This is an optimization exercise on Yosys and OpenROAD, whose aim is small area, a short achievable clock period and few clock cycles, not a production implementation.
Only simulation tests tie the RTL to the original design; equivalence was not proved.

==> flow/design.v (excerpt) <==
module sha224_message_digest (
    input  logic         clk,
    input  logic         rst_n,
    input  logic         msg_valid,
    output logic         msg_ready,
    input  logic [31:0]  msg_data_word,
    input  logic [2:0]   msg_byte_count,
    input  logic         msg_last_word,
    output logic         digest_valid,
    input  logic         digest_ready,
    output logic [31:0]  digest_digest_word,
    output logic [2:0]   digest_word_index,
    output logic         digest_digest_last
);
Settings: LEC_CHECK=0, ABC_AREA=1, CAP_MARGIN=40, CORE_MARGIN=2, CORE_UTILIZATION=40, CTS_BUF_LIST=sky130_fd_sc_hd__clkbuf_8, SLEW_MARGIN=50; clock period 11.0 ns.
standard.sh (not shown) runs the stock make flow with config.mk's settings and CLKGATE_MAP_FILE= SYNTH_SCRIPT=/design/flow/synth_recipe.tcl, a recipe that flattens the netlist after the stock synthesis.
==> flow/flow/run.sh <==
#!/bin/bash
# Standard layout, with timing repair aimed below the clock period so that the
# achieved period comes out shorter. The SDC and clock period are the standard flow's own.
set -euo pipefail
bash standard.sh SETUP_SLACK_MARGIN=6.5 finish > standard_flow.log 2>&1
Testbench counts at the start, summed over its fixed seeds: cycles 49,728.
==> next run, changes <==
--- a/flow/config.mk
+++ b/flow/config.mk
@@ -11 +11 @@
-export CORE_UTILIZATION = 40
+export CORE_UTILIZATION = 60
Outcome: Area after synthesis is unchanged; sequential cell count is unchanged; clock skew rises by 24 ps; via count rises by about 4%; clock-buffer cell count falls by 2; cell area falls by about 1%.
==> next run, changes <==
--- a/flow/config.mk
+++ b/flow/config.mk
@@ -11 +11 @@
-export CORE_UTILIZATION = 60
+export CORE_UTILIZATION = 45
- The new run ran to the end with no violations
- utilization came out lower by 17 points
- first-iteration DRC count drops by a quarter to a third
- die area climbs by a quarter to a third
- design area rises slightly
- setup slack gets better by 96 ps
- non-clock buffer count came out higher by 27
- wire length grows slightly
==> next run, changes <==
--- a/flow/config.mk
+++ b/flow/config.mk
@@ -9 +9 @@
-export CAP_MARGIN = 40
+export CAP_MARGIN = 20
@@ -11 +11 @@
-export CORE_UTILIZATION = 45
+export CORE_UTILIZATION = 60
@@ -13 +13 @@
-export SLEW_MARGIN = 50
+export SLEW_MARGIN = 20
Effect: Final area is lower slightly; via count grows by a few percent; sequential share of layout area came out higher by 0.44 points; non-clock buffer count went down by 3; register-to-register slack is worse by 140 ps.
==> next run, changes <==
--- a/flow/config.mk
+++ b/flow/config.mk
@@ -9 +9 @@
-export CAP_MARGIN = 20
+export CAP_MARGIN = 60
@@ -13 +13 @@
-export SLEW_MARGIN = 20
+export SLEW_MARGIN = 70
- The changed run passed the timing, DRC and antenna checks
- setup slack is about the same
- worst hold slack is worse by 5.3 ps
- design area grows by 2.1%
- global-route usage grows by 0.12 points
- register-to-register slack hardly moves
- routed wire length grows by 0.80%
- utilization grows by 1.5 points
- sequential share of layout area shrinks by 0.88 points
- die area does not change
==> next run, changes <==
--- a/flow/config.mk
+++ b/flow/config.mk
@@ -9 +9 @@
-export CAP_MARGIN = 60
+export CAP_MARGIN = 40
@@ -11 +11 @@
-export CORE_UTILIZATION = 60
+export CORE_UTILIZATION = 50
@@ -13 +13 @@
-export SLEW_MARGIN = 70
+export SLEW_MARGIN = 50
First-iteration DRC count shrinks by 16%.
Wire length decreases by 1.1%.
Core utilization fell by 14 points.
Synthesized cell count does not change.
Non-clock buffer count shrinks by 80.
Cell area shrinks by 1.8%.
Setup slack improved by 89 ps.
Area after synthesis stays the same.

========
## oak
sha224_message_digest, a different RTL version from the one above (not shown whole).
For scale: ~7200 cells after synthesis, about 1200 flip-flops, about 78 I/O pins, about 67000 µm² of cells after synthesis.
clock: 11.0 ns
lec_check: 0
abc_area: 1
cap_margin: 40
core_margin: 2
core_utilization: 60
cts_buf_list: sky130_fd_sc_hd__clkbuf_8
slew_margin: 50
Scripts as last shown in full above: flow/flow/run.sh
Testbench counts of oak, summed over its fixed seeds: cycles 49,720.
Modified inputs, pine compared to oak
Settings: CORE_UTILIZATION: 60 -> 50.
### Flow results
The via count reported for pine is lower than the one for oak. Against oak, pine comes in 2.0 points higher on layout-stage area growth over the synthesis result. Relative to oak, total inserted antenna cells decreased by 2 in pine. When pine is measured against oak, its overall global routing resource usage turns out 5.1 points lower. Of the two values seen for source of the critical timing path, u_core.a[9] was produced by oak and u_core.a[3] by pine.
#### Input delta (birch over pine)
Settings: CORE_UTILIZATION changed from 50 to 45.
[summary]
birch went all the way through the flow, and no timing, DRC or antenna check failed.
[compare] base=pine new=birch: area of the core saw an increase, inserted tap cell count saw an increase.
Cmp pine and birch / detail-routed net length per standard cell / lower: pine
Summary of birch over pine: final clock period utilization by the worst path higher; number of vias per cell after detailed routing lower.
Number of antenna violations at the first check in global routing (higher): birch
birch — wire length of the first global-routing pass 2.0% higher, pine as reference
Per the comparison of birch with pine, full die area +about 11%; detailed-route wire length +about 2.7%.
For birch, the startpoint of the most critical setup path was u_core.e[13], unlike pine, where it was u_core.a[3].

-- afterwards: timing with drivers on the ports --
The results above use ideal ports. As a check the final layouts listed here were re-extracted and re-timed, cells and wires unchanged.
Step 1 assumes that a clkbuf_16 drives the clock port and a buf_2 every other input.
Step 2 times the ports against the registers' clock, not the clock port: input delays grow and output delays shrink by t, the midpoint of the rising clock arrivals with the driver on.
a / b / c = ideal / step 1 / step 2; a / b = the first two.
run	t (ns)	setup slack, ns	clock arrival spread, ns	worst register clock-pin slew, ns	worst slew at a driven data input, ns
the first run of note 1	1.050	6.429 / 6.429 / 6.429	0.083 / 0.083	0.08 / 0.08	0.06
the second run of note 1	1.035	6.394 / 6.394 / 6.394	0.106 / 0.107	0.09 / 0.09	0.06
the third run of note 1	0.999	6.491 / 6.491 / 6.491	0.099 / 0.100	0.07 / 0.07	0.07
the fourth run of note 1	1.014	6.348 / 6.348 / 6.348	0.074 / 0.073	0.07 / 0.07	0.06
the fifth run of note 1	1.017	6.347 / 6.347 / 6.347	0.104 / 0.104	0.09 / 0.09	0.06
the sixth run of note 1	1.000	6.436 / 6.433 / 6.436	0.076 / 0.075	0.07 / 0.07	0.06
oak	0.981	5.844 / 5.844 / 5.766	0.086 / 0.086	0.07 / 0.07	0.04
pine	0.997	6.238 / 6.238 / 5.811	0.078 / 0.078	0.08 / 0.08	0.04
birch	1.002	6.214 / 6.214 / 5.832	0.126 / 0.126	0.08 / 0.08	0.07
After both steps setup and hold are still met in every run listed. For pine, which loses most, drivers alone change the setup slack by 0.000 ns; drivers and shift together by -0.427 ns.
